Source: an optimization exercise on an open RTL-to-GDS flow (aim: small area and a short achievable clock period). Production flows keep margins and buffers that such runs may drop. Only simulation tests tie the RTL to the original design; equivalence was not proved. No activity file was given, so power comes from the tool's default toggle rates.

--- flow/run.sh ---
#!/bin/bash
# synth_recipe.tcl (not shown) runs the flow's synth.tcl, then flattens the netlist and writes it again
# the make line also repeats each setting of config.mk as NAME=value (left out here)
make -C /OpenROAD-flow-scripts/flow DESIGN_CONFIG=/design/flow/config.mk WORK_HOME=/design/flow/orfs CLKGATE_MAP_FILE= SYNTH_SCRIPT=/design/flow/synth_recipe.tcl finish
--- flow/config.mk ---
export PLATFORM = sky130hd
export DESIGN_NAME = decode_stage_pipe
export DESIGN_NICKNAME = decode_stage_pipe
export VERILOG_FILES = /design/flow/design.v
export SDC_FILE = /design/flow/constraint.sdc
export NUM_CORES = 4
export LEC_CHECK = 0
export CAP_MARGIN = 20
export CORE_MARGIN = 2
export CORE_UTILIZATION = 40
export SLEW_MARGIN = 20
--- flow/constraint.sdc ---
create_clock -name core_clock -period 5.0 [get_ports {clk}]
set_input_delay 1.0000 -clock core_clock [delete_from_list [all_inputs] [get_ports {clk}]]
set_output_delay 1.0000 -clock core_clock [all_outputs]
set_load 0.01 [all_outputs]
--- flow/design.v ---
module decode_stage_pipe #(
  parameter int unsigned DATA_WIDTH  = 32,
  parameter int unsigned INSTRUCTION = 32,
  parameter int unsigned ALU_CONTROL = 4,
  parameter int unsigned NUM_REGS    = 32
) (
  input  logic                   clk,
  input  logic                   rst,
  input  logic                   flush,
  input  logic                   in_valid,
  output logic                   in_ready,
  input  logic [INSTRUCTION-1:0] in_instr,
  input  logic                   wb_en,
  input  logic [4:0]             wb_rd,
  input  logic [DATA_WIDTH-1:0]  wb_data,
  output logic                   out_valid,
  input  logic                   out_ready,
  output logic [ALU_CONTROL-1:0] out_alu_control,
  output logic [DATA_WIDTH-1:0]  out_opa,
  output logic [DATA_WIDTH-1:0]  out_opb,
  output logic [DATA_WIDTH-1:0]  out_store_data,
  output logic [4:0]             out_rd,
  output logic                   out_reg_write,
  output logic                   out_load,
  output logic                   out_store,
  output logic                   out_mem_en,
  output logic [1:0]             out_mem_to_reg,
  output logic                   out_illegal
);
  localparam logic [3:0] ALU_ADD = 4'b0000, ALU_SUB = 4'b0001, ALU_SLL = 4'b0010,
                         ALU_SLT = 4'b0011, ALU_SLTU = 4'b0100, ALU_XOR = 4'b0101,
                         ALU_SRL = 4'b0110, ALU_SRA = 4'b0111, ALU_OR = 4'b1000,
                         ALU_AND = 4'b1001;
  localparam logic [6:0] OP_R = 7'b0110011, OP_I = 7'b0010011, OP_L = 7'b0000011,
                         OP_S = 7'b0100011, OP_LUI = 7'b0110111;
  logic [31:0] regs [1:31];
  logic [31:1] written;
  logic [4:0]  rs1, rs2;
  assign rs1 = in_instr[19:15];
  assign rs2 = in_instr[24:20];
  always_ff @(posedge clk or negedge rst) begin
    if (!rst) written <= '0;
    else if (wb_en && wb_rd != 5'd0) written[wb_rd] <= 1'b1;
  end
  always_ff @(posedge clk) begin
    for (int i = 1; i < 32; i++)
      if (wb_en && wb_rd == 5'(i)) regs[i] <= wb_data;
  end
  logic [31:0] rs1_val, rs2_val;
  always_comb begin
    rs1_val = '0;
    rs2_val = '0;
    for (int i = 1; i < 32; i++) begin
      if (rs1 == 5'(i) && written[i]) rs1_val = rs1_val | regs[i];
      if (rs2 == 5'(i) && written[i]) rs2_val = rs2_val | regs[i];
    end
  end
  logic [6:0] opcode;
  logic [2:0] fun3;
  logic       bit30;
  logic       is_r, is_i, is_l, is_s, is_lui, is_ill;
  logic [3:0] dec_alu;
  logic [31:0] dec_opa, dec_opb;
  logic       rs1_used, rs2_used;
  assign opcode = in_instr[6:0];
  assign fun3   = in_instr[14:12];
  assign bit30  = in_instr[30];
  assign is_r   = (opcode == OP_R);
  assign is_i   = (opcode == OP_I);
  assign is_l   = (opcode == OP_L);
  assign is_s   = (opcode == OP_S);
  assign is_lui = (opcode == OP_LUI);
  assign is_ill = !(is_r || is_i || is_l || is_s || is_lui);
  assign rs1_used = is_r || is_i || is_l || is_s;
  assign rs2_used = is_r || is_s;
  always_comb begin
    dec_alu = ALU_ADD;
    if (is_r || is_i) begin
      unique case (fun3)
        3'b000: dec_alu = (is_r && bit30) ? ALU_SUB : ALU_ADD;
        3'b001: dec_alu = ALU_SLL;
        3'b010: dec_alu = ALU_SLT;
        3'b011: dec_alu = ALU_SLTU;
        3'b100: dec_alu = ALU_XOR;
        3'b101: dec_alu = bit30 ? ALU_SRA : ALU_SRL;
        3'b110: dec_alu = ALU_OR;
        3'b111: dec_alu = ALU_AND;
      endcase
    end
  end
  assign dec_opa = is_lui ? 32'd0 : rs1_val;
  always_comb begin
    dec_opb = '0;
    if (is_r)               dec_opb = rs2_val;
    else if (is_i || is_l)  dec_opb = {{20{in_instr[31]}}, in_instr[31:20]};
    else if (is_s)          dec_opb = {{20{in_instr[31]}}, in_instr[31:25], in_instr[11:7]};
    else if (is_lui)        dec_opb = {in_instr[31:12], 12'b0};
  end
  logic        valid_q, rw_q, load_q, store_q, illegal_q;
  logic [3:0]  alu_q;
  logic [31:0] opa_q, opb_q, sdata_q;
  logic [4:0]  rd_q;
  logic        stall, free, accept;
  assign stall    = valid_q && load_q && (rd_q != 5'd0) &&
                    (((rd_q == rs1) && rs1_used) || ((rd_q == rs2) && rs2_used));
  assign free     = !valid_q || out_ready;
  assign in_ready = free && !stall && !flush;
  assign accept   = in_valid && in_ready;
  always_ff @(posedge clk or negedge rst) begin
    if (!rst)             valid_q <= 1'b0;
    else if (flush)       valid_q <= 1'b0;
    else if (accept)      valid_q <= 1'b1;
    else if (out_ready)   valid_q <= 1'b0;
  end
  always_ff @(posedge clk) begin
    if (free) begin
      alu_q     <= dec_alu;
      opa_q     <= dec_opa;
      opb_q     <= dec_opb;
      sdata_q   <= rs2_val;
      rd_q      <= in_instr[11:7];
      rw_q      <= is_r || is_i || is_l || is_lui;
      load_q    <= is_l;
      store_q   <= is_s;
      illegal_q <= is_ill;
    end
  end
  assign out_valid       = valid_q;
  assign out_alu_control = alu_q;
  assign out_opa         = opa_q;
  assign out_opb         = opb_q;
  assign out_store_data  = sdata_q;
  assign out_rd          = rd_q;
  assign out_reg_write   = rw_q;
  assign out_load        = load_q;
  assign out_store       = store_q;
  assign out_mem_en      = load_q || store_q;
  assign out_mem_to_reg  = {1'b0, load_q};
  assign out_illegal     = illegal_q;
endmodule
==> results of run 1 <==
-- cells in the final DEF (no fill, tap or decap), drive strengths merged, types with 12 or more instances in the layout --
master / n
nor2b: 17
nand4b: 12
edfxtp: 1101
and4: 14
a21oi: 32
ha: 12
a221oi: 73
buf: 296
nand4: 102
o21bai: 29
a2111oi: 103
a22o: 70
clkinv: 42
clkinvlp: 14
a22oi: 533
a221o: 20
clkdlybuf4s50: 174
a222oi: 59
and3: 125
nand3: 93
bufinv: 14
nor3: 293
or4: 30
clkbuf: 135
nand2: 363
dfrtp: 32
diode: 37
inv: 17
xnor2: 12
nor2: 54
o31a: 23
-- final timing paths --
kind                       slack [ns]  depth (start not counted)    endpoint          from
hold reg to reg                  0.58                          1  written[7]    written[7]
hold / removal                   0.39                          1     valid_q           rst
max in group asynchronous        3.88                          1  written[6]           rst
min in group core_clock          0.58                          1  written[7]    written[7]
setup / recovery                 0.66                          9    in_ready  in_instr[22]
setup reg to reg                 1.22                          6   opb_q[28]   written[17]
-- routing by layer --
metal,vias to the layer above,global-route usage [%],part of all wire (%)
li1,15540,-,-
met1,21520,53.79,34
met2,5440,61.04,40
met3,1661,18.34,17
met4,14,30.37,9.2
met5,-,0,0.11
-- critical path: stages --
cell and delay [ns]:
buf_2 0.41, buf_4 0.29, buf_4 0.41, xnor2_1 0.17, nand2_1 0.06, o22ai_1 0.15, nand4_1 0.14, and3b_1 0.20
clkdlybuf4s50_1 0.47
-- state kept, by name, indices dropped and copies added (netlist names) --
| name | cells |
|---|---|
| alu_q | 4 |
| illegal_q | 1 |
| load_q | 1 |
| opa_q | 32 |
| opb_q | 32 |
| rd_q | 5 |
| regs | 992 |
| rw_q | 1 |
| sdata_q | 32 |
| store_q | 1 |
| valid_q | 1 |
| written | 31 |
-- through the flow --
stage	instance area, µm²	cells	total power, mW
after floorplan	49460	3646	12.30
after global placement	54960	5413	14.50
after detailed placement	54970	5414	14.49
after CTS	58850	5628	23.30
after global routing	58830	5630	23.91
final	58920	5666	23.73
-- power by group --
group | internal, mW | total (mW) | switching, mW | leakage, nW
combinational | 0.896 | 3.15 | 2.26 | 6.80
sequential | 10.8 | 11.5 | 0.744 | 10.6
clock | 5.09 | 9.03 | 3.94 | 1.86
total | 16.8 | 23.7 | 6.94 | 19.2
-- layout make-up --
class	count	share of cell area [%]
antenna	37	0.1572
clock buffer	135	5.156
clock inverter	79	1.438
inverter	8	0.05097
multi-input combinational	2167	24.53
sequential	1133	57.48
tap	1637	3.476
timing repair buffer	470	7.705
-- kinds of logic after synthesis --
| family | after synthesis | share of synthesized area, % |
|---|---|---|
| AND/OR/NAND/NOR | 1173 | 12.26 |
| flip-flops | 1133 | 68.47 |
| AO/OA/AOI/OAI | 965 | 15.63 |
| buffers and inverters | 346 | 3.049 |
| XOR/XNOR | 16 | 0.2834 |
| adder cells (fa/ha/maj) | 12 | 0.3036 |
| other | 1 | 0.007583 |
==> impl_results.md, run 1 <==
* Initial antenna violation count at 31
* Crit Path Class: input pin to primary output
* First-pass GRT wire length at 366400 µm
* Syn_nets at 3733
* Detailed Route Iter0 Violations at 10830
* Die Y at 355.6 µm
* Number of port buffers at 187
* Multi-input logic area at 14450 µm²
* PwrDens at 402.7 nW/µm²
* Largest cells by area after synthesis: edfxtp_1 (67%), a22oi_1 (8.1%), nor3_1 (3.0%)
* Sink Count at 1133
* Status: no timing/DRC/antenna violations
* FILL cells at between 10000 and 15000
* Die area at around 130000 µm²
* Overflow after GRT at 0
* Predominant post-synthesis flop cell: edfxtp_1
* Post-route ant nets at 0
* FF+latch count, synth at 1133
* Layout net count at 3982
* Io pins at 189
* Vias at between 40000 and 50000
* Share of cells above drive strength 1 at around 15%
* Detailed-route vias per instance at 7.796
* GR Util All Layers at 43.41%
* Seq/Total Area, Yosys at 68.47%
* Worst-Margin Slew at 1.397 ns
* Achievable Freq at 0.2304 GHz
* Setup repair bufs after CTS at 0
* Critical path peak fanout at 20
* Arrival time worst endpoint at approximately 3.3 ns
* RSZ-0062 raised after global routing: false
* Pre-antenna DRT Iters at 9
* DP Wirelength at 170500 µm
* Die width at 355.6 µm
* Sequential cell area at 33870 µm²
* DRC violation count after routing at 0
* Yosys top cell area share at 66.85%
* Worst Path Required at 4.00 ns
* CTS root buffer: clkbuf_16
* Count of final hold-check violations at 0
* Fin util at 47.84%
* Tmin final at 4.339 ns
* Core ar. at ~120000 µm²
* Post-synth cell types at between 60 and 70
* Synth area leader: edfxtp_1
* Clock Latency Late Sink at 0.77 ns
* Hold_ws at 0.3902 ns
* Synth Cell Area at 49450 µm²
* Hold crit path type: input pin to async pin
* Slew HR at 6.886%
* Final Cycle Share at around 87%
* Worst vdd rail ir drop at 277.6 µV
* P&R area growth vs syn at 19.13%
* Rows at around 130
* Crit path launch type: input pin
* Post-cts resize count at 0
* Final WS setup at 0.6606 ns
* Hold-fix buffers at CTS at 0
* Starting Density at about two fifths
* DRT Wirelength at 281100 µm
* Clk pin slew, worst setup/hold paths at 0.06 ns
* Largest net degree at the start of global routing at 61
* CTS buffer count at 115
* Syn Inst Count at 3646
* Worst Skew at 0.04308 ns
* Syn Area/Cell at 13.56 µm²
* Setup TNS at 0 ns
* H-tree depth at 3
* Synth cell count leaders: edfxtp_1 (1101), a22oi_1 (533), nand2_1 (363)
* YS warnings at 2
* CTS tree: done
* Final slew viol count at 0
* Most instantiated library cell after synthesis: edfxtp_1
* Drt wl/cell at 49.61 µm
* Setup crit end kind: primary output
* Vias in the first global route at roughly 40000
* Maxcap violations at 0
* Worst-case clock buffer depth at 3
* Post-synth EDFFs at 1101
* GP Congestion at 1.006
* Finish-stage setup viols at 0
* Post-Place Setup Slack at 0.4279 ns
* Async SR Flop Fraction at 2.824%
* Cell leakage power at 19.24 nW
==> inputs of run 2 (changes only) <==
--- a/flow/design.v
+++ b/flow/design.v
@@ -46,14 +46,21 @@
     for (int i = 1; i < 32; i++)
       if (wb_en && wb_rd == 5'(i)) regs[i] <= wb_data;
   end
+  logic [31:1] sel1, sel2;
   logic [31:0] rs1_val, rs2_val;
   always_comb begin
-    rs1_val = '0;
-    rs2_val = '0;
     for (int i = 1; i < 32; i++) begin
-      if (rs1 == 5'(i) && written[i]) rs1_val = rs1_val | regs[i];
-      if (rs2 == 5'(i) && written[i]) rs2_val = rs2_val | regs[i];
+      sel1[i] = (rs1 == 5'(i)) && written[i];
+      sel2[i] = (rs2 == 5'(i)) && written[i];
     end
+  end
+  for (genvar b = 0; b < 32; b++) begin : g_rd
+    logic [31:1] col;
+    for (genvar i = 1; i < 32; i++) begin : g_col
+      assign col[i] = regs[i][b];
+    end
+    decode_stage_pipe_rdbit u_rd1 (.sel(sel1), .d(col), .y(rs1_val[b]));
+    decode_stage_pipe_rdbit u_rd2 (.sel(sel2), .d(col), .y(rs2_val[b]));
   end
   logic [6:0] opcode;
   logic [2:0] fun3;
@@ -138,3 +145,22 @@
   assign out_mem_to_reg  = {1'b0, load_q};
   assign out_illegal     = illegal_q;
 endmodule
+module decode_stage_pipe_rdbit (
+  input  logic [31:1] sel,
+  input  logic [31:1] d,
+  output logic        y
+);
+  logic [10:0] n;
+  for (genvar g = 0; g < 10; g++) begin : g_aoi
+    decode_stage_pipe_aoi3 u_aoi (.s(sel[3*g+3:3*g+1]), .d(d[3*g+3:3*g+1]), .yn(n[g]));
+  end
+  assign n[10] = !(sel[31] && d[31]);
+  assign y = !(&n);
+endmodule
+module decode_stage_pipe_aoi3 (
+  input  logic [2:0] s,
+  input  logic [2:0] d,
+  output logic       yn
+);
+  assign yn = !(|(s & d));
+endmodule
--- a/flow/config.mk
+++ b/flow/config.mk
@@ -9,3 +9,4 @@
 export CORE_MARGIN = 2
 export CORE_UTILIZATION = 40
 export SLEW_MARGIN = 20
+export SYNTH_HIERARCHICAL = 1
==> run 2 against run 1 <==
Flip-flop and latch count unchanged. Critical path type unchanged. Largest power group unchanged. Clock power down 8.3%. Die area down 9.5%. Count of clock-buffer cells in the layout up 16.
==> impl_results.md, run 2 <==
* Worst Path Buf+Inv at 2
* Slowest stage delay, CP at 0.97 ns
* Min-delay src: written[14]
* Worst vdd rail ir drop at 280.0 µV
* Largest delay share family, worst path: buffers and inverters
* Starting Density at 40.36%
* Most common cell after layout, fill and taps aside: edfxtp_1
* Fin util at 48.53%
* CTS root buffer: clkbuf_16
* Clk pin slew, worst setup/hold paths at 0.06 ns
* Critical path peak fanout at 10
* Worst Path Required at approximately 4.0 ns
* Reg-to-Reg Start: written[21]
* Seq/Total Area, Yosys at 75.71%
* Synth area leader: edfxtp_1
* Vias at 33200
* Async SR Flop Fraction at under 10%
* Hold-fix buffers at CTS at 0
* Syn Inst Count at approximately 2400
* Arrival time worst endpoint at 3.42 ns
* Slowest CP cell: clkdlybuf4s50_1
* Worst path most repeated cell: clkdlybuf4s50_1
* Worst-Margin Slew at 1.235 ns
* YS warnings at 8
* Layout net count at 2962
* Core ar. at 110800 µm²
* Synth Cell Area at 44730 µm²
* Fin cells at 4463
* PwrDens at 394.0 nW/µm²
* Crit Path Class: input pin to primary output
* P&R area growth vs syn at 20.25%
* Setup crit end kind: primary output
* Overflow after GRT at 0
* Die width at between 300 and 400 µm
* Post-cts resize count at 0
* Largest cells by area after synthesis: edfxtp_1 (74%), a222oi_1 (14%), nand4_1 (1.8%)
* Finish-stage setup viols at 0
* Register name with the most flops: regs
* Final slew viol count at 0
* CP startpoint: in_instr[17]
* Io pins at 189
* Largest net degree at the start of global routing at 55
* Die area at 114500 µm²
* FF+latch count, synth at 1133
* GP Congestion at 0.9422
* DRT Wirelength at around 170000 µm
* Number of port buffers at 187
* Multi-input logic area at 10940 µm²
* Worst Skew at 0.03041 ns
* Final Cycle Share at 88.41%
* Post-synth cell types at 52
* Design Power at 21.19 mW
* FILL cells at 9225
* Setup repair bufs after CTS at 0
* Slew HR at between 10% and 20%
* Yosys top cell area share at 73.92%
* Status: no timing/DRC/antenna violations
* Syn Area/Cell at between 15 and 20 µm²
* Maxcap violations at 0
* Sink Count at 1133
* Pre-antenna DRT Iters at 30
* Post-synth EDFFs at 1101
* Predominant post-synthesis flop cell: edfxtp_1
* Rows at roughly 120
* Die Y at 338.4 µm
* Synth cell count leaders: edfxtp_1 (1101), a222oi_1 (640), nand4_1 (131)
* Most instantiated library cell after synthesis: edfxtp_1
* H-tree depth at 3
* CTS buffer count at roughly 110
* Clock Latency Late Sink at 0.71 ns
* Vias in the first global route at 32490
* Setup TNS at 0 ns
* Share of cells above drive strength 1 at between 10 and 15%
* Sequential cell area at 33860 µm²
* Worst-case clock buffer depth at 3
* Cell leakage power at 17.89 nW
* GR Util All Layers at 29.39%
* Count of final hold-check violations at 0
* Most frequent cells in the layout: edfxtp_1 (1101), a222oi_1 (640), clkdlybuf4s50_1 (174)
* Hold_ws at 0.4871 ns
* Achievable Freq at 0.2262 GHz
* Crit path launch type: input pin
* Crit path cell chain: clkdlybuf4s50_1 -> xnor2_1 -> nand4_1 -> or3_1 -> a21oi_1 -> nor2_1 -> clkdlybuf4s50_1
* Hold crit path type: flop to flop
* CTS tree: done
* RSZ-0062 raised after global routing: false
* First-pass GRT wire length at 240700 µm
* Initial antenna violation count at 12
* Detailed-route vias per instance at 7.439
* DP Cell Count at 4245
* DP Wirelength at 106900 µm
* DRC violation count after routing at 0
* Drt wl/cell at 39.16 µm
* Max reg flops at 992
* Syn_nets at between 2000 and 3000
* Post-route ant nets at 0
* Tmin final at 4.420 ns
* Detailed Route Iter0 Violations at approximately 8500
## run 2: area by class of cell
type,instances,share of cell area (%)
Antenna cell,6,0.02791
Inverter,4,0.02791
Tap cell,1488,3.461
Clock buffer,151,5.776
Sequential cell,1133,62.96
Multi-Input combinational cell,1264,20.35
Timing Repair Buffer,357,6.513
Clock inverter,60,0.8886
## run 2: kinds of logic (layout without fill, tap and decap cells)
logic type,Yosys count,count (layout),synth area share [%]
DFF,1133,1133,75.71
AOI/OAI and AO/OA,781,781,17.44
and+or+nand+nor,447,447,5.477
buffers and inverters,43,572,0.4783
xor gates and xnor gates,17,17,0.4168
adders and majority gates,13,13,0.3637
muxes,5,5,0.1119
other,1,7,0.008384
## run 2: metal layers
metal  track usage, %  up-vias  wire, µm
li1                 -    12760         -
met1            37.42    16440     59930
met2            43.88     3368     75550
met3            11.08      621     29400
met4            14.97       10      9814
met5                0        -        75
## run 2: worst paths after layout
kind                                     to  slack (ns)  cells after the start
worst max register to register    opb_q[18]        1.72                      5
worst max-delay path               in_ready        0.58                      7
max in group asynchronous        written[6]        3.95                      2
worst min register to register  written[14]        0.49                      1
min in group asynchronous           valid_q        0.72                      2
worst min-delay path            written[14]        0.49                      1
## run 2: power breakdown
part | total (mW) | switching, mW | internal (mW) | leakage, nW
Clock | 8.28 | 3.62 | 4.66 | 1.74
Sequential | 11.1 | 0.287 | 10.8 | 10.6
Combinational | 1.80 | 1.09 | 0.708 | 5.59
## run 2: per-stage QoR
stage          setup slack, ns  area (µm²)
6_report                0.5796       53790
3_5_place_dp            0.2353       50240
5_1_grt                 0.5434       53780
2_1_floorplan            1.237       44730
3_3_place_gp            0.2185       50240
4_1_cts                 0.6113       53820
## run 2: per-module statistics from Yosys, one instance, submodules excluded
module,area [µm²],times used,flip-flops and latches,cells
decode_stage_pipe,36560,1,1133,1544
decode_stage_pipe_rdbit,27.53,64,0,4
decode_stage_pipe_aoi3,10.01,640,0,1
==> inputs of run 3 (changes only) <==
--- a/flow/design.v
+++ b/flow/design.v
@@ -42,9 +42,22 @@
     if (!rst) written <= '0;
     else if (wb_en && wb_rd != 5'd0) written[wb_rd] <= 1'b1;
   end
+  logic [31:1] we, keep;
+  logic [31:0] regs_d [1:31];
+  always_comb begin
+    for (int i = 1; i < 32; i++) begin
+      we[i]   = wb_en && (wb_rd == 5'(i));
+      keep[i] = !we[i];
+    end
+  end
+  for (genvar i = 1; i < 32; i++) begin : g_wr
+    for (genvar b = 0; b < 32; b++) begin : g_bit
+      decode_stage_pipe_ld u_ld (.q(regs[i][b]), .keep(keep[i]), .d(wb_data[b]), .ld(we[i]),
+                                 .y(regs_d[i][b]));
+    end
+  end
   always_ff @(posedge clk) begin
-    for (int i = 1; i < 32; i++)
-      if (wb_en && wb_rd == 5'(i)) regs[i] <= wb_data;
+    for (int i = 1; i < 32; i++) regs[i] <= regs_d[i];
   end
   logic [31:1] sel1, sel2;
   logic [31:0] rs1_val, rs2_val;
@@ -95,7 +108,7 @@
       endcase
     end
   end
-  assign dec_opa = is_lui ? 32'd0 : rs1_val;
+  assign dec_opa = rs1_val;   
   always_comb begin
     dec_opb = '0;
     if (is_r)               dec_opb = rs2_val;
@@ -103,7 +116,7 @@
     else if (is_s)          dec_opb = {{20{in_instr[31]}}, in_instr[31:25], in_instr[11:7]};
     else if (is_lui)        dec_opb = {in_instr[31:12], 12'b0};
   end
-  logic        valid_q, rw_q, load_q, store_q, illegal_q;
+  logic        valid_q, load_q, store_q, illegal_q;
   logic [3:0]  alu_q;
   logic [31:0] opa_q, opb_q, sdata_q;
   logic [4:0]  rd_q;
@@ -119,26 +132,23 @@
     else if (accept)      valid_q <= 1'b1;
     else if (out_ready)   valid_q <= 1'b0;
   end
-  always_ff @(posedge clk) begin
-    if (free) begin
-      alu_q     <= dec_alu;
-      opa_q     <= dec_opa;
-      opb_q     <= dec_opb;
-      sdata_q   <= rs2_val;
-      rd_q      <= in_instr[11:7];
-      rw_q      <= is_r || is_i || is_l || is_lui;
-      load_q    <= is_l;
-      store_q   <= is_s;
-      illegal_q <= is_ill;
-    end
+  localparam int unsigned FW = 4 + 32 + 32 + 32 + 5 + 3;
+  logic [FW-1:0] fld_q, fld_d, fld_in, fld_ld;
+  assign fld_in = {dec_alu, dec_opa, dec_opb, rs2_val, in_instr[11:7], is_l, is_s, is_ill};
+  assign fld_ld = {{4{free}}, {32{free && !is_lui}}, {(FW-36){free}}};
+  for (genvar b = 0; b < FW; b++) begin : g_fld
+    decode_stage_pipe_ld u_ld (.q(fld_q[b]), .keep(!free), .d(fld_in[b]), .ld(fld_ld[b]),
+                               .y(fld_d[b]));
   end
+  always_ff @(posedge clk) fld_q <= fld_d;
+  assign {alu_q, opa_q, opb_q, sdata_q, rd_q, load_q, store_q, illegal_q} = fld_q;
   assign out_valid       = valid_q;
   assign out_alu_control = alu_q;
   assign out_opa         = opa_q;
   assign out_opb         = opb_q;
   assign out_store_data  = sdata_q;
   assign out_rd          = rd_q;
-  assign out_reg_write   = rw_q;
+  assign out_reg_write   = !(store_q || illegal_q);
   assign out_load        = load_q;
   assign out_store       = store_q;
   assign out_mem_en      = load_q || store_q;
@@ -164,3 +174,12 @@
 );
   assign yn = !(|(s & d));
 endmodule
+module decode_stage_pipe_ld (
+  input  logic q,
+  input  logic keep,
+  input  logic d,
+  input  logic ld,
+  output logic y
+);
+  assign y = (q && keep) || (d && ld);
+endmodule
--- a/flow/config.mk
+++ b/flow/config.mk
@@ -7,6 +7,9 @@
 export LEC_CHECK = 0
 export CAP_MARGIN = 20
 export CORE_MARGIN = 2
-export CORE_UTILIZATION = 40
+export CORE_UTILIZATION = 60
+export CTS_CLUSTER_DIAMETER = 100
+export CTS_CLUSTER_SIZE = 30
+export SETUP_SLACK_MARGIN = 2.5
 export SLEW_MARGIN = 20
 export SYNTH_HIERARCHICAL = 1
==> run 3 against run 2 <==
Clock power shrank 45%. Flip-flop and latch count shrank 1. Via count grew 43%. Sequential share of layout area shrank 21 points. Core utilization grew 28 points. First-iteration DRC count grew 62%. Maximum frequency grew 24%. Count of clock-buffer cells in the layout shrank 101. Power shrank 2.4%. Combinational power grew 110%. Critical path depth grew 3. Wire length grew 28%. Highest routed layer unchanged.
==> impl_results.md, run 3 <==
* Number of port buffers at 187
* Layout net count at 4342
* Fin util at about three quarters
* CTS buffer count at 43
* Io pins at roughly 190
* DRT Wirelength at 223900 µm
* Post-synth EDFFs at 0
* Fin cells at ~5200
* Drt wl/cell at 42.85 µm
* Worst-case clock buffer depth at 3
* Vias in the first global route at approximately 44000
* Post-route cell area at approximately 54000 µm²
* Most frequent cells in the layout: a22o_1 (1100), dfxtp_1 (1082), a222oi_1 (640)
* Crit Path Class: input pin to flop
* Vias at 47400
* Post-Place Setup Slack at approximately 0.31 ns
* Detailed Route Iter0 Violations at 13680
* Syn_nets at 3639
* Worst Skew at between 0.05 and 0.06 ns
* Die width at approximately 270 µm
* Reg-to-reg setup timing slack at about 1.7 ns
* Largest delay share family, worst path: compound AO/OA/AOI/OAI gates
* Die Y at 272.7 µm
* Synth Cell Area at 43320 µm²
* P&R area growth vs syn at 25.63%
* Overflow after GRT at 0
* Arrival time worst endpoint at 4.12 ns
* Final Cycle Share at 71.19%
* First-pass GRT wire length at between 300000 and 400000 µm
* Clk pin slew, worst setup/hold paths at around 0.12 ns
* Worst vdd rail ir drop at 354.8 µV
* Die area at 74370 µm²
* Initial antenna violation count at 16
* Sink Count at between 1000 and 1500
* GR Util All Layers at 56.30%
* Share of cells above drive strength 1 at 18.44%
* Largest cells by area after synthesis: dfxtp_1 (51%), a22o_1 (22%), a222oi_1 (15%)
* Starting Density at 60.60%
* Worst Path Required at 5.56 ns
* Design Power at 20.69 mW
* Crit path launch type: input pin
* YS warnings at 10
* Seq/Total Area, Yosys at 52.68%
* Largest registers: regs (992), fld_q (108), written (31)
* Setup TNS at 0 ns
* Rows at 98
* Worst Path Buf+Inv at 3
* Yosys top cell area share at between 50 and 60%
* Slowest stage delay, CP at 0.73 ns
* Clock Latency Late Sink at 0.69 ns
* Hold_ws at 0.4747 ns
* DRC violation count after routing at 0
* Cell leakage power at 21.97 nW
* Final slew viol count at 0
* Predominant post-synthesis flop cell: dfxtp_1
* Tmin final at about 3.6 ns
* DP Wirelength at 122600 µm
* Final WS setup at around 1.4 ns
* DP Cell Count at 4856
* Syn Inst Count at 3551
* H-tree depth at 2
* PwrDens at 380.2 nW/µm²
* Max reg flops at 992
* Setup crit end kind: flop
* FF+latch count, synth at 1132
* Core ar. at 71490 µm²
* Detailed-route vias per instance at between 9 and 10
* Most common cell after layout, fill and taps aside: a22o_1
* Synth area leader: dfxtp_1
* Async SR Flop Fraction at 2.827%
* Placed Area at 48420 µm²
* Achievable Freq at roughly 0.28 GHz
* Pre-antenna DRT Iters at 20
* Synth cell count leaders: a22o_1 (1100), dfxtp_1 (1100), a222oi_1 (640)
* Status: no timing/DRC/antenna violations
* Register name with the most flops: regs
* Syn Area/Cell at 12.20 µm²
* Largest net degree at the start of global routing at 78
* Maxcap violations at 0
* Slowest CP cell: nand4_1
* GP Congestion at 1.020
* CTS tree: done
* CTS root buffer: clkbuf_16
* Post-synth cell types at 56
* Post-route ant nets at 0
* Worst-Margin Slew at 1.025 ns
* Critical path peak fanout at 9
* Hold crit path type: input pin to async pin
* RSZ-0062 raised after global routing: true
* FILL cells at ~4600
* Crit path cell chain: buf_8 -> and3_4 -> and3_4 -> buf_8 -> buf_4 -> a222oi_1 -> nand4_1 -> a2111o_1 -> a2bb2oi_2 -> a22o_1
* Count of final hold-check violations at 0
* Slew HR at between 30% and 40%
* Finish-stage setup viols at 0
==> run 3: report_power, final <==
group / total, mW / leakage (nW) / internal [mW] / switching (mW)
sequential: 12.4 / 9.53 / 10.8 / 1.58
combinational: 3.77 / 11.9 / 2.08 / 1.69
clock: 4.53 / 0.565 / 1.63 / 2.90
==> run 3: cells by family after synthesis <==
kind of cell	Yosys count	synth area share, %
simple gates	432	5.317
xor+xnor	17	0.4824
flops	1132	52.68
compound gates	1882	40.26
buf+inv	69	0.7567
fa+ha+maj	13	0.3755
other cells	1	0.008656
mux	5	0.1155
==> run 3: area by class of cell <==
type / instances / area [µm²] / share of cell area [%]
diodes: 12 / 30.03 / 0.05517
clock buffers: 50 / 1124 / 2.064
clock inverters: 3 / 33.78 / 0.06207
inverters: 36 / 239.0 / 0.4391
multi-input cells: 2359 / 21400 / 39.32
flip-flops and latches: 1132 / 22860 / 42.00
well taps: 950 / 1189 / 2.184
repair buffers: 672 / 7477 / 13.74
repair inverters: 10 / 75.07 / 0.1379
==> run 3: path summary, 6_finish.rpt <==
path	from	end	cells past startpoint
setup / recovery	in_instr[24]	fld_q[61]	10
hold / removal	rst	written[1]	1
setup reg to reg	written[30]	fld_q[61]	7
hold reg to reg	fld_q[14]	fld_q[14]	1
max in group asynchronous	rst	valid_q	1
min in group core_clock	fld_q[14]	fld_q[14]	1
==> run 3: routing by layer <==
layer	part of all wire [%]	global-route usage, %
met1	31	65.83
met2	38	75.95
met3	19	29.93
met4	11	44.84
met5	0.21	3.145
==> run 3: per-module statistics from Yosys (local to each module, per instance) <==
module,flops+latches,cell area (µm²),copies in the design,cells
decode_stage_pipe,1132,25520,1,1555
decode_stage_pipe_ld,0,8.758,1100,1
decode_stage_pipe_aoi3,0,10.01,640,1
decode_stage_pipe_rdbit,0,27.53,64,4
==> run 3: repair_timing <==
| action | 4_1_cts | 5_1_grt |
|---|---|---|
| setup buffers | 128 | 127 |
| hold endpoints to repair | 0 | 0 |
| setup endpoints to repair | 1238 | 656 |
| gates resized for setup | 576 | 138 |
| pin swaps | 245 | 220 |
| hold buffers | 0 | 0 |
| cloned | 37 | 11 |
==> inputs of run 4 (changes only) <==
--- a/flow/config.mk
+++ b/flow/config.mk
@@ -8,8 +8,9 @@
 export CAP_MARGIN = 20
 export CORE_MARGIN = 2
 export CORE_UTILIZATION = 60
-export CTS_CLUSTER_DIAMETER = 100
-export CTS_CLUSTER_SIZE = 30
-export SETUP_SLACK_MARGIN = 2.5
+export CTS_CLUSTER_DIAMETER = 80
+export CTS_CLUSTER_SIZE = 20
+export SETUP_SLACK_MARGIN = 3.0
 export SLEW_MARGIN = 20
 export SYNTH_HIERARCHICAL = 1
+export TNS_END_PERCENT = 0
==> run 4 against run 3 <==
Flip-flop and latch count stayed put. Setup slack gained 0.080 ns. Final cell count down 4.4%. Synthesized area stayed put.
==> impl_results.md, run 4 <==
* Max reg flops at slightly below 1000
* YS warnings at 10
* Detailed Route Iter0 Violations at 13270
* Maxcap violations at 0
* Largest cells by area after synthesis: dfxtp_1 (51%), a22o_1 (22%), a222oi_1 (15%)
* CTS buffer count at between 60 and 70
* Power share of the sequential group at 57.4%
* CTS root buffer: clkbuf_16
* PwrDens at 425.7 nW/µm²
* Post-Place Setup Slack at 0.2191 ns
* Critical path peak fanout at 12
* Post-route ant nets at 0
* Final slew viol count at 0
* Status: no timing/DRC/antenna violations
* Post-synth EDFFs at 0
* Drt wl/cell at approximately 42 µm
* Hold crit path type: flop to flop
* Yosys top cell area share at between 50% and 60%
* Initial antenna violation count at 10
* Count of final hold-check violations at 0
* DRT Wirelength at ~210000 µm
* Crit path launch type: input pin
* Most common cell after layout, fill and taps aside: a22o_1
* DRC violation count after routing at 0
* Setup crit end kind: flop
* Layout net count at 4117
* Final Cycle Share at around 70%
* RSZ-0062 raised after global routing: true
* Worst Path Required at 5.60 ns
* Syn_nets at 3639
* Synth cell count leaders: a22o_1 (1100), dfxtp_1 (1100), a222oi_1 (640)
* Cell leakage power at 20.21 nW
* P&R area growth vs syn at 16.91%
* Die area at 74370 µm²
* Comb pwr share at between 10% and 20%
* FF+latch count, synth at 1132
* Internal power at 15.31 mW
* Overflow after GRT at 0
* Achievable Freq at 0.2874 GHz
* Share of cells above drive strength 1 at 10.50%
* Die width at roughly 270 µm
* Crit Path Class: input pin to flop
* Vias at 45200
* Vias in the first global route at 42380
* Most frequent cells in the layout: a22o_1 (1100), dfxtp_1 (1099), a222oi_1 (640)
* Slew HR at 22.49%
* H-tree depth at 3
* Worst Skew at between 0.02 and 0.025 ns
* Tmin final at 3.479 ns
* Worst vdd rail ir drop at 352.3 µV
* CTS tree: done
* Arrival time worst endpoint at 4.07 ns
* Syn Area/Cell at approximately 12 µm²
* P_sw at ~6.2 mW
* Finish-stage setup viols at 0
* Setup TNS at 0 ns
* Starting Density at 60.60%
* Sink Count at 1132
* Worst-case clock buffer depth at 3
* DP Wirelength at 128500 µm
* Rows at just under 100
* Final WS setup at around 1.5 ns
* Synth area leader: dfxtp_1
* Async SR Flop Fraction at 2.827%
* Post-synth cell types at 56
* Die Y at roughly 270 µm
* Clock Latency Late Sink at roughly 0.67 ns
* Switch share at around 29%
* Worst-Margin Slew at 1.163 ns
* Hold-fix buffers at CTS at 0
* First-pass GRT wire length at 293800 µm
* GP Congestion at a little over 1
* Largest net degree at the start of global routing at 78
* Largest registers: regs (992), fld_q (108), written (31)
* Number of port buffers at ~190
* Clk pin slew, worst setup/hold paths at 0.08 ns
* Io pins at about 190
* Clock network power share at between 20% and 30%
* Detailed-route vias per instance at roughly 9.0
* Pre-antenna DRT Iters at 19
* Syn Inst Count at 3551
* Core ar. at just over 70000 µm²
* Seq/Total Area, Yosys at 52.68%
* Predominant post-synthesis flop cell: dfxtp_1
* GR Util All Layers at between 50% and 60%
* Register name with the most flops: regs
* Synth Cell Area at 43320 µm²
run 4: per-module statistics from Yosys, one instance, submodules excluded:
module | cell area, µm² | flops+latches | cells | times used
decode_stage_pipe_aoi3 | 10.01 | 0 | 1 | 640
decode_stage_pipe_ld | 8.758 | 0 | 1 | 1100
decode_stage_pipe | 25520 | 1132 | 1555 | 1
decode_stage_pipe_rdbit | 27.53 | 0 | 4 | 64
run 4: critical path: stages:
cell and delay (ns):
buf_6 0.11, buf_6 0.11, buf_4 0.14, nor3b_1 0.65, and3_1 0.99, a222oi_1 0.22
nand4_1 0.32, a2111o_1 0.34, a22o_1 0.17
run 4: path summary, 6_finish.rpt:
path                            slack, ns          from  cells after the start           to
min in group asynchronous            0.77           rst                      2   written[1]
worst min register to register       0.49     fld_q[99]                      1    fld_q[99]
worst min-delay path                 0.49     fld_q[99]                      1    fld_q[99]
worst max-delay path                 1.52  in_instr[19]                      9    fld_q[74]
max in group asynchronous            3.89           rst                      2  written[23]
worst max register to register       1.89   written[10]                      7    fld_q[65]
run 4: final cells by class:
cell class,count,area [µm²]
flip-flops and latches,1132,22820
clock inverters,5,62.56
inverters,36,138.9
well taps,950,1189
multi-input cells,2350,20360
repair buffers,443,4288
diodes,6,15.01
clock buffers,74,1767
fillers,5080,20840
run 4: cells by family after synthesis:
family	Yosys count	share of synthesized area [%]
buf+inv	69	0.7567
xor+xnor	17	0.4824
flops	1132	52.68
mux	5	0.1155
fa+ha+maj	13	0.3755
other cells	1	0.008656
simple gates	432	5.317
compound gates	1882	40.26
run 4: metal layers:
metal  up-vias  share of wire, %  wire length [µm]  track usage (%)
met5         -              0.15               320            2.375
met4        18               9.4             19590            37.42
met3      1301                20             41370            26.57
met2      5179                38             78420            70.82
met1     21510                33             68500            66.38
li1      17200                 -                 -                -
run 4: power groups by stage:
stage          clock [mW]  sequential, mW  combinational [mW]
4_1_cts              5.57            12.2                3.36
5_1_grt              5.90            12.5                3.64
6_report             5.66            12.4                3.54
3_5_place_dp            0            12.4                3.32
3_3_place_gp            0            12.3                3.19
2_1_floorplan           0            12.0                2.12
run 4: through the flow:
step	cells	hold slack (ns)	utilization [%]	area (µm²)	power (mW)
final	4996	0.4882	70.85	50650	21.56
after global routing	4994	0.5015	70.84	50640	22.05
after CTS	4983	0.4861	70.57	50450	21.17
after detailed placement	4888	0.4668	67.49	48250	15.75
after global placement	4888	0.4533	67.49	48250	15.49
after floorplan	3551	0.4420	-	43350	14.14
run 4: timing repair:
item	4_1_cts	5_1_grt
buffers inserted	13	3
endpoints found under the setup margin	1239	1240
pin swaps	30	20
gates resized for setup	133	27
gates cloned	3	3
==> inputs of run 5 (changes only) <==
==> flow/flow/run.sh (new file) <==
#!/bin/bash
set -o pipefail
export BUFFER_PORTS_ARGS="-buffer_cell sky130_fd_sc_hd__buf_2"
cp standard.sh standard_copy.log 2>/dev/null
bash standard.sh > standard.log 2>&1
==> flow/standard.sh (new file) <==
#!/bin/bash
# synth_recipe.tcl (not shown) runs the flow's synth.tcl, then flattens the netlist and writes it again
# the make line also repeats each setting of config.mk as NAME=value (left out here)
make -C /OpenROAD-flow-scripts/flow DESIGN_CONFIG=/design/flow/config.mk WORK_HOME=/design/flow/orfs CLKGATE_MAP_FILE= SYNTH_SCRIPT=/design/flow/synth_recipe.tcl "${@:-finish}"
removed: flow/run.sh
==> run 5 against run 4 <==
Still clean on timing, DRC and antenna. Count of clock-buffer cells in the layout shrank 1. Non-clock buffer count shrank 70. Hold slack got worse by 0.11 ns. Synthesized cell count unchanged. Final area fell by 3.6%.
==> impl_results.md, run 5 <==
* Largest delay share family, worst path: simple AND/OR/NAND/NOR gates
* Synth cell count leaders: a22o_1 (1100), dfxtp_1 (1100), a222oi_1 (640)
* Clock Latency Late Sink at 0.69 ns
* H-tree depth at 3
* Multi-input logic area at about 20000 µm²
* Crit path cell chain: buf_2 -> nor3b_1 -> and3_1 -> buf_4 -> a222oi_1 -> nand4_1 -> a2111o_1 -> a22o_1
* Post-route cell area at 48840 µm²
* Cell leakage power at 19.92 nW
* Worst-case clock buffer depth at 3
* Rows at between 90 and 100
* YS warnings at 10
* Core ar. at 71490 µm²
* Tmin final at roughly 3.5 ns
* Critical path peak fanout at 13
* Die width at approximately 270 µm
* Largest net degree at the start of global routing at 78
* Most common cell after layout, fill and taps aside: a22o_1
* Largest cells by area after synthesis: dfxtp_1 (51%), a22o_1 (22%), a222oi_1 (15%)
* Initial antenna violation count at 6
* P&R area growth vs syn at 12.73%
* Sequential cell area at 22820 µm²
* Slew HR at 18.25%
* CTS root buffer: clkbuf_16
* Vias at 44120
* Sink Count at about 1100
* Share of cells above drive strength 1 at 13.04%
* Worst-Margin Slew at between 1 and 1.5 ns
* Most frequent cells in the layout: a22o_1 (1100), dfxtp_1 (1099), a222oi_1 (640)
* Register name with the most flops: regs
* FILL cells at 5273
* GR Util All Layers at between 50% and 60%
* Placed Area at 46630 µm²
* Clk pin slew, worst setup/hold paths at 0.09 ns
* Crit Path Class: input pin to flop
* Syn_nets at 3639
* Pre-antenna DRT Iters at 22
* Switch share at 29.13%
* Count of final hold-check violations at 0
* CTS buffer count at 67
* Predominant post-synthesis flop cell: dfxtp_1
* Largest registers: regs (992), fld_q (108), written (31)
* Detailed-route vias per instance at 8.964
* Layout net count at 4048
* Post-Place Setup Slack at between 0.7 and 0.8 ns
* Power share of the sequential group at between 50% and 60%
* RSZ-0062 raised after global routing: true
* Post-synth EDFFs at 0
* Seq/Total Area, Yosys at 52.68%
* DP Wirelength at between 100000 and 150000 µm
* Slowest stage delay, CP at 0.97 ns
* Hold crit path type: input pin to async pin
* Crit path launch type: input pin
* GP Congestion at 1.019
* Yosys top cell area share at about half
* Syn Area/Cell at 12.20 µm²
* Post-route ant nets at 0
* Drt wl/cell at roughly 41 µm
* Worst Skew at 0.02210 ns
* Detailed Route Iter0 Violations at 12090
* Achievable Freq at 0.2856 GHz
* Io pins at about 190
* First-pass GRT wire length at 283300 µm
* Fin util at 68.32%
* Hold_ws at 0.3749 ns
* Clock network power share at 26.5%
* Number of port buffers at 187
* Arrival time worst endpoint at a little over 4 ns
* Die area at 74370 µm²
* Vias in the first global route at 40940
* Final WS setup at ~1.5 ns
* Setup TNS at 0 ns
* Final Cycle Share at 70.02%
* FF+latch count, synth at 1132
* Slowest CP cell: and3_1
* Async SR Flop Fraction at 2.827%
* Die Y at 272.7 µm
* Finish-stage setup viols at 0
* Max reg flops at 992
* Status: no timing/DRC/antenna violations
* Worst Path Buf+Inv at 2
* Maxcap violations at 0
* Synth Cell Area at about 43000 µm²
* Post-synth cell types at 56
* Setup crit end kind: flop
* DRC violation count after routing at 0
* Hold-fix buffers at CTS at 0
* Internal power at 15.14 mW
* Reg-to-reg setup timing slack at 1.83 ns
* Comb pwr share at 15.5%
* DRT Wirelength at 199800 µm
* PwrDens at 437.4 nW/µm²
* Worst Path Required at 5.62 ns
* Overflow after GRT at 0
* Synth area leader: dfxtp_1
* P_sw at between 6 and 7 mW
* CTS tree: done
* Starting Density at 60.60%
* Syn Inst Count at 3551
* Final slew viol count at 0
* Worst vdd rail ir drop at 333.9 µV
-- run 5: cell counts after synthesis --
No cell type changed its count.
-- run 5: worst paths after layout --
check / from / end / depth (start not counted)
max: in_instr[19] / fld_q[89] / 8
min: rst / written[28] / 1
max reg2reg: written[10] / fld_q[68] / 7
min reg2reg: fld_q[36] / fld_q[36] / 1
max in group asynchronous: rst / written[23] / 1
min in group core_clock: fld_q[36] / fld_q[36] / 1
-- run 5: through the flow --
| stage | power, mW | std cells |
|---|---|---|
| 2_1_floorplan | 14.14 | 3551 |
| 3_5_place_dp | 15.56 | 4830 |
| 4_1_cts | 21.01 | 4919 |
| 5_1_grt | 21.86 | 4922 |
| 6_report | 21.36 | 4922 |
| 3_3_place_gp | 15.32 | 4829 |
-- run 5: power by group through the flow --
| stage | Sequential (mW) | Clock [mW] | Combinational [mW] |
|---|---|---|---|
| 2_1_floorplan | 12.0 | 0 | 2.12 |
| 5_1_grt | 12.5 | 5.92 | 3.43 |
| 4_1_cts | 12.2 | 5.59 | 3.17 |
| 3_5_place_dp | 12.4 | 0 | 3.13 |
| 6_report | 12.4 | 5.67 | 3.32 |
| 3_3_place_gp | 12.3 | 0 | 3.01 |
-- run 5: what timing repair did --
| item | CTS | global route |
|---|---|---|
| buffers inserted | 9 | 2 |
| setup endpoints to repair | 1232 | 1232 |
| resized for setup | 73 | 16 |
| pin swaps | 31 | 15 |
-- run 5: per-module statistics from Yosys (local to each module, per instance) --
module / times used / flip-flops and latches
decode_stage_pipe_aoi3: 640 / 0
decode_stage_pipe_rdbit: 64 / 0
decode_stage_pipe: 1 / 1132
decode_stage_pipe_ld: 1100 / 0
-- run 5: cell type report --
type / count / area share [%]
multi-input cells: 2350 / 41.74
clock inverters: 7 / 0.1870
repair buffers: 373 / 5.019
diodes: 1 / 0.005124
clock buffers: 73 / 3.587
flip-flops and latches: 1132 / 46.73
inverters: 36 / 0.2921
well taps: 950 / 2.434
-- run 5: logic make-up (layout without fill, tap and decap cells) --
family / after synthesis / after routing / share of synthesized area [%]
compound gates: 1882 / 1882 / 40.26
xor+xnor: 17 / 17 / 0.4824
fa+ha+maj: 13 / 13 / 0.3755
buf+inv: 69 / 489 / 0.7567
flops: 1132 / 1132 / 52.68
mux: 5 / 5 / 0.1155
other cells: 1 / 2 / 0.008656
simple gates: 432 / 432 / 5.317
-- run 5: routing by layer --
metal	wire length, µm	track usage (%)	vias to the layer above
met4	18180	34.92	10
met5	258	2.054	-
met2	76040	68.99	4805
met1	67610	65.17	21100
li1	-	-	17050
met3	37670	22.85	1153
==> inputs of run 6 (changes only) <==
--- a/flow/design.v
+++ b/flow/design.v
@@ -165,7 +165,23 @@
     decode_stage_pipe_aoi3 u_aoi (.s(sel[3*g+3:3*g+1]), .d(d[3*g+3:3*g+1]), .yn(n[g]));
   end
   assign n[10] = !(sel[31] && d[31]);
-  assign y = !(&n);
+  logic [2:0] m;
+  decode_stage_pipe_nand4 u_m0 (.a(n[3:0]), .y(m[0]));
+  decode_stage_pipe_nand4 u_m1 (.a(n[7:4]), .y(m[1]));
+  decode_stage_pipe_nand3 u_m2 (.a(n[10:8]), .y(m[2]));
+  assign y = |m;
+endmodule
+module decode_stage_pipe_nand4 (
+  input  logic [3:0] a,
+  output logic       y
+);
+  assign y = !(&a);
+endmodule
+module decode_stage_pipe_nand3 (
+  input  logic [2:0] a,
+  output logic       y
+);
+  assign y = !(&a);
 endmodule
 module decode_stage_pipe_aoi3 (
   input  logic [2:0] s,
--- a/flow/config.mk
+++ b/flow/config.mk
@@ -8,8 +8,9 @@
 export CAP_MARGIN = 20
 export CORE_MARGIN = 2
 export CORE_UTILIZATION = 60
-export CTS_CLUSTER_DIAMETER = 80
-export CTS_CLUSTER_SIZE = 20
+export CTS_BUF_LIST = sky130_fd_sc_hd__clkbuf_8
+export CTS_CLUSTER_DIAMETER = 60
+export CTS_CLUSTER_SIZE = 14
 export SETUP_SLACK_MARGIN = 3.0
 export SLEW_MARGIN = 20
 export SYNTH_HIERARCHICAL = 1
==> run 6 against run 5 <==
Die area unchanged. Flip-flop and latch count unchanged. Core utilization fell by 0.71 points. Still clean. Sequential power about the same.
==> impl_results.md, run 6 <==
* DP Cell Count at around 4900
* Seq/Total Area, Yosys at 52.68%
* Largest cells by area after synthesis: dfxtp_1 (51%), a22o_1 (22%), a222oi_1 (15%)
* CTS tree: done
* Detailed Route Iter0 Violations at 11500
* DRC violation count after routing at 0
* Slowest CP cell: and3_1
* Post-synthesis adder-cell area fraction at 0.3755%
* Die Y at 272.7 µm
* Post-synth cell types at 56
* Internal power at 14.30 mW
* XOR/XNOR Fraction of Synth Area at less than 1%
* Worst Path Buf+Inv at 2
* Arrival time worst endpoint at between 4 and 5 ns
* Crit path cell chain: buf_2 -> nor2b_1 -> and3_1 -> buf_4 -> a222oi_1 -> nand4_1 -> or3_1 -> a2bb2oi_1 -> a22o_1
* CTS root buffer: clkbuf_8
* Syn Inst Count at 3615
* Largest net degree at the start of global routing at 78
* Largest registers: regs (992), fld_q (108), written (31)
* Post-synth EDFFs at 0
* Achievable Freq at 0.2758 GHz
* Final WS setup at 1.374 ns
* Post-Synth Simple-Gate Area at 6.981%
* Status: no timing/DRC/antenna violations
* Tmin final at about 3.6 ns
* Drt wl/cell at ~40 µm
* GR Util All Layers at 52.08%
* Syn Area/Cell at around 12 µm²
* Detailed-route vias per instance at 8.947
* FILL cells at 5456
* Overflow after GRT at 0
* Largest family of logic cells by synthesized area: compound AO/OA/AOI/OAI gates
* Largest delay share family, worst path: simple AND/OR/NAND/NOR gates
* Yosys top cell area share at 50.83%
* Maxcap violations at 0
* CTS buffer count at 92
* Slew HR at 12.55%
* Vias at roughly 45000
* Clk pin slew, worst setup/hold paths at 0.10 ns
* FF+latch count, synth at 1132
* Design Power at 20.36 mW
* DRT Wirelength at 203300 µm
* Final slew viol count at 0
* Rows at 98
* Syn_nets at 3703
* Placed Area at approximately 47000 µm²
* Hold crit path type: input pin to async pin
* Layout net count at 4123
* H-tree depth at 3
* Max reg flops at approximately 990
* Reg-to-reg setup timing slack at ~1.7 ns
* Die width at 272.7 µm
* Crit Path Class: input pin to flop
* P&R area growth vs syn at 11.57%
* Compound-Gate Fraction of Synth Area at 38.60%
* Async SR Flop Fraction at between 2 and 3%
* Final Cycle Share at about 73%
* RSZ-0062 raised after global routing: true
* Predominant post-synthesis flop cell: dfxtp_1
* Die area at approximately 74000 µm²
* Vias in the first global route at 42180
* Most common cell after layout, fill and taps aside: a22o_1
* Core ar. at 71490 µm²
* Synth area leader: dfxtp_1
* Fin cells at around 5000
* Io pins at 189
* First-pass GRT wire length at slightly below 300000 µm
* Clock network power share at a little under a quarter
* Worst Path Required at 5.70 ns
* Post-Place Setup Slack at 0.7952 ns
* Crit path launch type: input pin
* Worst Skew at between 0.03 and 0.04 ns
* Synth cell count leaders: a22o_1 (1100), dfxtp_1 (1100), a222oi_1 (640)
* Slowest stage delay, CP at 0.94 ns
* Post-route cell area at 48330 µm²
* Synth Cell Area at approximately 43000 µm²
* Initial antenna violation count at 22
* Pre-antenna DRT Iters at 17
* P_sw at between 6 and 7 mW
* Sink Count at 1132
* Worst-case clock buffer depth at 3
* Register name with the most flops: regs
* YS warnings at 10
* Cell leakage power at 19.45 nW
* PwrDens at 421.2 nW/µm²
* Finish-stage setup viols at 0
* Share of cells above drive strength 1 at about an eighth
* Worst-Margin Slew at approximately 1.3 ns
* Setup crit end kind: flop
* Comb pwr share at 15.8%
* Clock Latency Late Sink at 0.78 ns
* Worst vdd rail ir drop at 277.2 µV
* Most frequent cells in the layout: a22o_1 (1100), dfxtp_1 (1097), a222oi_1 (640)
* Setup TNS at 0 ns
* Critical path peak fanout at 23
* Post-route ant nets at 0
* Switch share at roughly 30%
* Starting Density at between 60 and 70%
* DP Wirelength at between 100000 and 150000 µm
* GP Congestion at 1.032
* Number of port buffers at about 190
* Post-synthesis mux area share at 0.1155%
* Count of final hold-check violations at 0
* Power share of the sequential group at around three fifths
[run 6: layout make-up]
cell class,count,area (µm²),share of cell area (%)
Sequential cell,1132,22830,47.23
Clock inverter,15,95.09,0.1967
Timing Repair Buffer,359,2430,5.027
Multi-Input combinational cell,2414,20320,42.05
Clock buffer,94,1294,2.677
Inverter,36,138.9,0.2874
Tap cell,950,1189,2.459
Antenna cell,14,35.03,0.07249
[run 6: repair_timing]
item	4_1_cts	5_1_grt
pin swaps	4	8
gates resized for setup	14	27
setup buffers	3	1
endpoints found under the setup margin	1200	1242
hold buffers	0	0
endpoints found under the hold margin	0	0
[run 6: per-module statistics from Yosys, one instance, submodules excluded]
module	cells inside	flops+latches	copies in the design
decode_stage_pipe_aoi3	1	0	640
decode_stage_pipe_rdbit	2	0	64
decode_stage_pipe_ld	1	0	1100
decode_stage_pipe_nand4	1	0	128
decode_stage_pipe	1555	1132	1
decode_stage_pipe_nand3	1	0	64
[run 6: final timing paths]
kind / from / end / cells after the start
max reg2reg: written[10] / fld_q[80] / 6
max in group asynchronous: rst / written[12] / 1
max: in_instr[22] / fld_q[65] / 9
min reg2reg: fld_q[103] / fld_q[103] / 1
min: rst / written[9] / 1
min in group core_clock: in_instr[11] / fld_q[7] / 2
[run 6: kinds of logic after synthesis]
group | Yosys count
AOI/OAI and AO/OA | 1818
DFF | 1132
and+or+nand+nor | 560
buffers and inverters | 69
xor gates and xnor gates | 17
adders and majority gates | 13
muxes | 5
other | 1
[run 6: power by group through the flow]
stage	Clock [mW]	Sequential (mW)	Combinational, mW
floorplan	0	12.0	2.10
finish	4.78	12.4	3.22
detailed placement	0	12.4	3.06
CTS	4.71	12.2	3.08
global placement	0	12.3	2.94
global route	5.03	12.5	3.34
[run 6: metrics by stage]
stage / utilization [%] / hold WS (ns)
after global routing: 67.57 / 0.3614
after detailed placement: 65.35 / 0.4659
final: 67.61 / 0.3182
after global placement: 65.34 / 0.4601
after CTS: 67.39 / 0.3262
after floorplan: - / 0.4420
[run 6: layer usage]
metal,up-vias,GRT usage (%),routed length [µm]
li1,17190,-,-
met1,21250,65.29,66970
met2,5068,71.11,78370
met3,1326,22.38,38700
met4,29,37.36,18960
met5,-,1.990,320
==> inputs of run 7 (changes only) <==
--- a/flow/design.v
+++ b/flow/design.v
@@ -38,22 +38,33 @@
   logic [4:0]  rs1, rs2;
   assign rs1 = in_instr[19:15];
   assign rs2 = in_instr[24:20];
+  logic [7:0] wpre_lo;
+  logic [3:0] wpre_hi;
+  always_comb begin
+    for (int j = 0; j < 8; j++) wpre_lo[j] = (wb_rd[2:0] == 3'(j));
+    for (int j = 0; j < 4; j++) wpre_hi[j] = wb_en && (wb_rd[4:3] == 2'(j));
+  end
+  logic [31:1] wr_set;
+  for (genvar i = 1; i < 32; i++) begin : g_wrd
+    decode_stage_pipe_and2 u_wd (.a(wpre_lo[i % 8]), .b(wpre_hi[i / 8]), .y(wr_set[i]));
+  end
   always_ff @(posedge clk or negedge rst) begin
     if (!rst) written <= '0;
-    else if (wb_en && wb_rd != 5'd0) written[wb_rd] <= 1'b1;
-  end
-  logic [31:1] we, keep;
+    else      written <= written | wr_set;
+  end
+  logic [31:1] we_lo, we_hi;
   logic [31:0] regs_d [1:31];
-  always_comb begin
-    for (int i = 1; i < 32; i++) begin
-      we[i]   = wb_en && (wb_rd == 5'(i));
-      keep[i] = !we[i];
-    end
-  end
   for (genvar i = 1; i < 32; i++) begin : g_wr
+    decode_stage_pipe_and2 u_wlo (.a(wpre_lo[i % 8]), .b(wpre_hi[i / 8]), .y(we_lo[i]));
+    decode_stage_pipe_and2 u_whi (.a(wpre_lo[i % 8]), .b(wpre_hi[i / 8]), .y(we_hi[i]));
     for (genvar b = 0; b < 32; b++) begin : g_bit
-      decode_stage_pipe_ld u_ld (.q(regs[i][b]), .keep(keep[i]), .d(wb_data[b]), .ld(we[i]),
-                                 .y(regs_d[i][b]));
+      if (b < 16) begin : g_lo
+        decode_stage_pipe_ld u_ld (.q(regs[i][b]), .keep(!we_lo[i]), .d(wb_data[b]),
+                                   .ld(we_lo[i]), .y(regs_d[i][b]));
+      end else begin : g_hi
+        decode_stage_pipe_ld u_ld (.q(regs[i][b]), .keep(!we_hi[i]), .d(wb_data[b]),
+                                   .ld(we_hi[i]), .y(regs_d[i][b]));
+      end
     end
   end
   always_ff @(posedge clk) begin
@@ -80,7 +91,7 @@
   logic       bit30;
   logic       is_r, is_i, is_l, is_s, is_lui, is_ill;
   logic [3:0] dec_alu;
-  logic [31:0] dec_opa, dec_opb;
+  logic [31:0] dec_opa;
   logic       rs1_used, rs2_used;
   assign opcode = in_instr[6:0];
   assign fun3   = in_instr[14:12];
@@ -109,12 +120,12 @@
     end
   end
   assign dec_opa = rs1_val;   
-  always_comb begin
-    dec_opb = '0;
-    if (is_r)               dec_opb = rs2_val;
-    else if (is_i || is_l)  dec_opb = {{20{in_instr[31]}}, in_instr[31:20]};
-    else if (is_s)          dec_opb = {{20{in_instr[31]}}, in_instr[31:25], in_instr[11:7]};
-    else if (is_lui)        dec_opb = {in_instr[31:12], 12'b0};
+  logic [31:0] imm;
+  always_comb begin
+    imm = '0;
+    if (is_i || is_l)  imm = {{20{in_instr[31]}}, in_instr[31:20]};
+    else if (is_s)     imm = {{20{in_instr[31]}}, in_instr[31:25], in_instr[11:7]};
+    else if (is_lui)   imm = {in_instr[31:12], 12'b0};
   end
   logic        valid_q, load_q, store_q, illegal_q;
   logic [3:0]  alu_q;
@@ -124,24 +135,43 @@
   assign stall    = valid_q && load_q && (rd_q != 5'd0) &&
                     (((rd_q == rs1) && rs1_used) || ((rd_q == rs2) && rs2_used));
   assign free     = !valid_q || out_ready;
-  assign in_ready = free && !stall && !flush;
-  assign accept   = in_valid && in_ready;
+  logic hz_q;
+  always_ff @(posedge clk or negedge rst) begin
+    if (!rst)             hz_q <= 1'b0;
+    else if (flush)       hz_q <= 1'b0;
+    else if (accept)      hz_q <= is_l && (in_instr[11:7] != 5'd0);
+    else if (out_ready)   hz_q <= 1'b0;
+  end
+  decode_stage_pipe_rdy u_rdy (.rs1(rs1), .rs2(rs2), .opcode(opcode), .rd(rd_q), .hz(hz_q),
+                               .blk(flush || !free), .rdy(in_ready));
+  assign accept   = in_valid && free && !stall && !flush;
   always_ff @(posedge clk or negedge rst) begin
     if (!rst)             valid_q <= 1'b0;
     else if (flush)       valid_q <= 1'b0;
     else if (accept)      valid_q <= 1'b1;
     else if (out_ready)   valid_q <= 1'b0;
   end
-  localparam int unsigned FW = 4 + 32 + 32 + 32 + 5 + 3;
+  localparam int unsigned FW = 4 + 32 + 32 + 5 + 3;
   logic [FW-1:0] fld_q, fld_d, fld_in, fld_ld;
-  assign fld_in = {dec_alu, dec_opa, dec_opb, rs2_val, in_instr[11:7], is_l, is_s, is_ill};
+  logic [31:0]   opb_d, opb_imm;
+  logic          ld_r;
+  assign fld_in = {dec_alu, dec_opa, rs2_val, in_instr[11:7], is_l, is_s, is_ill};
   assign fld_ld = {{4{free}}, {32{free && !is_lui}}, {(FW-36){free}}};
   for (genvar b = 0; b < FW; b++) begin : g_fld
     decode_stage_pipe_ld u_ld (.q(fld_q[b]), .keep(!free), .d(fld_in[b]), .ld(fld_ld[b]),
                                .y(fld_d[b]));
   end
-  always_ff @(posedge clk) fld_q <= fld_d;
-  assign {alu_q, opa_q, opb_q, sdata_q, rd_q, load_q, store_q, illegal_q} = fld_q;
+  assign ld_r    = free && is_r;
+  assign opb_imm = imm & {32{free && !is_r}};
+  for (genvar b = 0; b < 32; b++) begin : g_opb
+    decode_stage_pipe_ld2 u_ld (.q(opb_q[b]), .keep(!free), .d(rs2_val[b]), .ld(ld_r),
+                                .c(opb_imm[b]), .y(opb_d[b]));
+  end
+  always_ff @(posedge clk) begin
+    fld_q <= fld_d;
+    opb_q <= opb_d;
+  end
+  assign {alu_q, opa_q, sdata_q, rd_q, load_q, store_q, illegal_q} = fld_q;
   assign out_valid       = valid_q;
   assign out_alu_control = alu_q;
   assign out_opa         = opa_q;
@@ -199,3 +229,59 @@
 );
   assign y = (q && keep) || (d && ld);
 endmodule
+module decode_stage_pipe_ld2 (
+  input  logic q,
+  input  logic keep,
+  input  logic d,
+  input  logic ld,
+  input  logic c,
+  output logic y
+);
+  assign y = (q && keep) || (d && ld) || c;
+endmodule
+module decode_stage_pipe_rdy (
+  input  logic [4:0] rs1,
+  input  logic [4:0] rs2,
+  input  logic [6:0] opcode,
+  input  logic [4:0] rd,
+  input  logic       hz,
+  input  logic       blk,
+  output logic       rdy
+);
+  logic [4:0] e1, e2;
+  logic       a1, b1, a2, b2, t, nu1, nu2, m1, m2;
+  for (genvar k = 0; k < 5; k++) begin : g_eq
+    decode_stage_pipe_xnor2 u_e1 (.a(rs1[k]), .b(rd[k]), .y(e1[k]));
+    decode_stage_pipe_xnor2 u_e2 (.a(rs2[k]), .b(rd[k]), .y(e2[k]));
+  end
+  decode_stage_pipe_nand3 u_a1 (.a({e1[2:0]}), .y(a1));
+  decode_stage_pipe_nand3 u_b1 (.a({e1[4:3], hz}), .y(b1));
+  decode_stage_pipe_nand3 u_a2 (.a({e2[2:0]}), .y(a2));
+  decode_stage_pipe_nand3 u_b2 (.a({e2[4:3], hz}), .y(b2));
+  decode_stage_pipe_nor3  u_t  (.a({opcode[6], opcode[3], opcode[2]}), .y(t));
+  decode_stage_pipe_nand3 u_u1 (.a({t, opcode[1], opcode[0]}), .y(nu1));
+  decode_stage_pipe_nand4 u_u2 (.a({t, opcode[1], opcode[0], opcode[5]}), .y(nu2));
+  decode_stage_pipe_nor3  u_m1 (.a({a1, b1, nu1}), .y(m1));
+  decode_stage_pipe_nor3  u_m2 (.a({a2, b2, nu2}), .y(m2));
+  decode_stage_pipe_nor3  u_r  (.a({m1, m2, blk}), .y(rdy));
+endmodule
+module decode_stage_pipe_xnor2 (
+  input  logic a,
+  input  logic b,
+  output logic y
+);
+  assign y = !(a ^ b);
+endmodule
+module decode_stage_pipe_nor3 (
+  input  logic [2:0] a,
+  output logic       y
+);
+  assign y = !(|a);
+endmodule
+module decode_stage_pipe_and2 (
+  input  logic a,
+  input  logic b,
+  output logic y
+);
+  assign y = a && b;
+endmodule
==> run 7 against run 6 <==
First-iteration DRC count rose by 6.3%. Register-to-register slack better by 0.34 ns. Synthesized cell count rose by 0.66%.
==> impl_results.md, run 7 <==
* Status: no timing/DRC/antenna violations
* Die area at between 70000 and 80000 µm²
* Starting Density at about three fifths
* Most frequent cells in the layout: dfxtp_1 (1095), a22o_1 (1068), a222oi_1 (640)
* Seq/Total Area, Yosys at 52.75%
* Worst-Margin Slew at 1.193 ns
* Pre-antenna DRT Iters at 15
* Yosys top cell area share at 50.85%
* Achievable Freq at 0.3166 GHz
* Maxcap violations at 0
* Largest net degree at the start of global routing at roughly 120
* Post-route ant nets at 0
* Largest cells by area after synthesis: dfxtp_1 (51%), a22o_1 (22%), a222oi_1 (15%)
* Overflow after GRT at 0
* CTS root buffer: clkbuf_8
* XOR/XNOR Fraction of Synth Area at less than 1%
* Number of port buffers at 187
* RSZ-0062 raised after global routing: true
* Comb pwr share at approximately 15%
* Final slew viol count at 0
* Rows at 98
* Io pins at 189
* Cell leakage power at 19.14 nW
* Critical path peak fanout at 8
* Setup crit end kind: flop
* Multi-input logic area at a little over 20000 µm²
* GR Util All Layers at a little over half
* P&R area growth vs syn at 12.44%
* Crit Path Class: input pin to flop
* H-tree depth at 3
* Post-synthesis mux area share at 0.1156%
* Post-synth cell types at 44
* Arrival time worst endpoint at between 3 and 4 ns
* FILL cells at around 5300
[run 7: changes by cell type in the layout (fill, tap and decap cells not counted), moves of 23 or more]
cell,before,now
and2_1,6,101
and3_4,0,53
and3_1,55,15
a221o_1,0,32
a22o_1,1100,1068
inv_1,39,70
or2_2,2,32
buf_4,160,134
nand2_1,136,113
[run 7: logic make-up (layout without fill, tap and decap cells)]
logic type,count (synthesis),count (layout)
AO/OA/AOI/OAI,1754,1754
flip-flops,1133,1133
AND/OR/NAND/NOR,648,670
buffers and inverters,78,497
XOR/XNOR,20,20
multiplexers,5,5
other,1,14
[run 7: worst max-delay path by stage]
stage / startpoint / to / slack [ns] / depth (start not counted)
after global routing: in_instr[23] / opb_q[21] / 1.97 / 7
after CTS: fld_q[6] / in_ready / 2.18 / 5
after floorplan: out_ready / opb_q[0] / 2.14 / 4
after global placement: in_instr[16] / fld_q[67] / 0.98 / 8
after detailed placement: in_instr[16] / fld_q[67] / 0.95 / 8
final: in_instr[18] / fld_q[56] / 1.84 / 8
[run 7: timing repair]
action,CTS,global route
pin swaps,52,15
setup buffers,21,3
resized for setup,104,13
setup endpoints to repair,1062,1107
gates cloned,24,1
[run 7: power by group through the flow]
stage | Combinational, mW | Clock [mW] | Sequential [mW]
6_report | 3.12 | 4.80 | 12.3
5_1_grt | 3.23 | 5.06 | 12.4
4_1_cts | 2.97 | 4.74 | 12.2
3_5_place_dp | 2.89 | 0 | 12.3
3_3_place_gp | 2.77 | 0 | 12.2
2_1_floorplan | 1.98 | 0 | 12.0
[run 7: Yosys stat by module (local to each module, per instance), excerpt]
module / cells inside / flip-flops and latches / times used / area, µm²
decode_stage_pipe: 1466 / 1133 / 1 / 24730
decode_stage_pipe_aoi3: 1 / 0 / 640 / 10.01
decode_stage_pipe_ld2: 1 / 0 / 32 / 10.01
decode_stage_pipe_nor3: 1 / 0 / 4 / 10.01
decode_stage_pipe_rdbit: 2 / 0 / 64 / 10.01
decode_stage_pipe_ld: 1 / 0 / 1068 / 8.758
decode_stage_pipe_xnor2: 1 / 0 / 10 / 8.758
decode_stage_pipe_and2: 1 / 0 / 93 / 6.256
decode_stage_pipe_nand4: 1 / 0 / 129 / 6.256
decode_stage_pipe_nand3: 1 / 0 / 69 / 5.005
[run 7: layer usage]
metal	vias to the layer above	global-route usage, %	wire, µm
met5	-	3.851	487
met4	24	43.65	22160
met3	1451	26.85	38360
met2	4979	72.14	80110
met1	21000	62.65	66250
li1	17200	-	-
[run 7: area by class of cell]
| class | instances | share of cell area (%) |
|---|---|---|
| timing repair buffer | 326 | 4.491 |
| tap | 950 | 2.441 |
| clock inverter | 11 | 0.1901 |
| inverter | 65 | 0.5344 |
| antenna | 13 | 0.06680 |
| multi-input combinational | 2450 | 42.64 |
| sequential | 1133 | 46.96 |
| clock buffer | 95 | 2.685 |
[run 7: metrics by stage]
stage | setup slack, ns | area [µm²] | hold WS, ns | util [%]
floorplan | 2.137 | 43480 | 0.4422 | -
global placement | 0.9767 | 46380 | 0.4608 | 64.88
detailed placement | 0.9534 | 46380 | 0.4627 | 64.88
CTS | 2.180 | 48530 | 0.3453 | 67.89
global route | 1.972 | 48680 | 0.3851 | 68.10
finish | 1.841 | 48700 | 0.3489 | 68.12

Setup slack of run 7, layout unchanged: 1.841 ns with ideal ports, 1.851 ns with driving cells assumed (clock clkbuf_16, inputs buf_2), 1.039 ns with port delays also shifted by the 0.812 ns mid clock arrival.
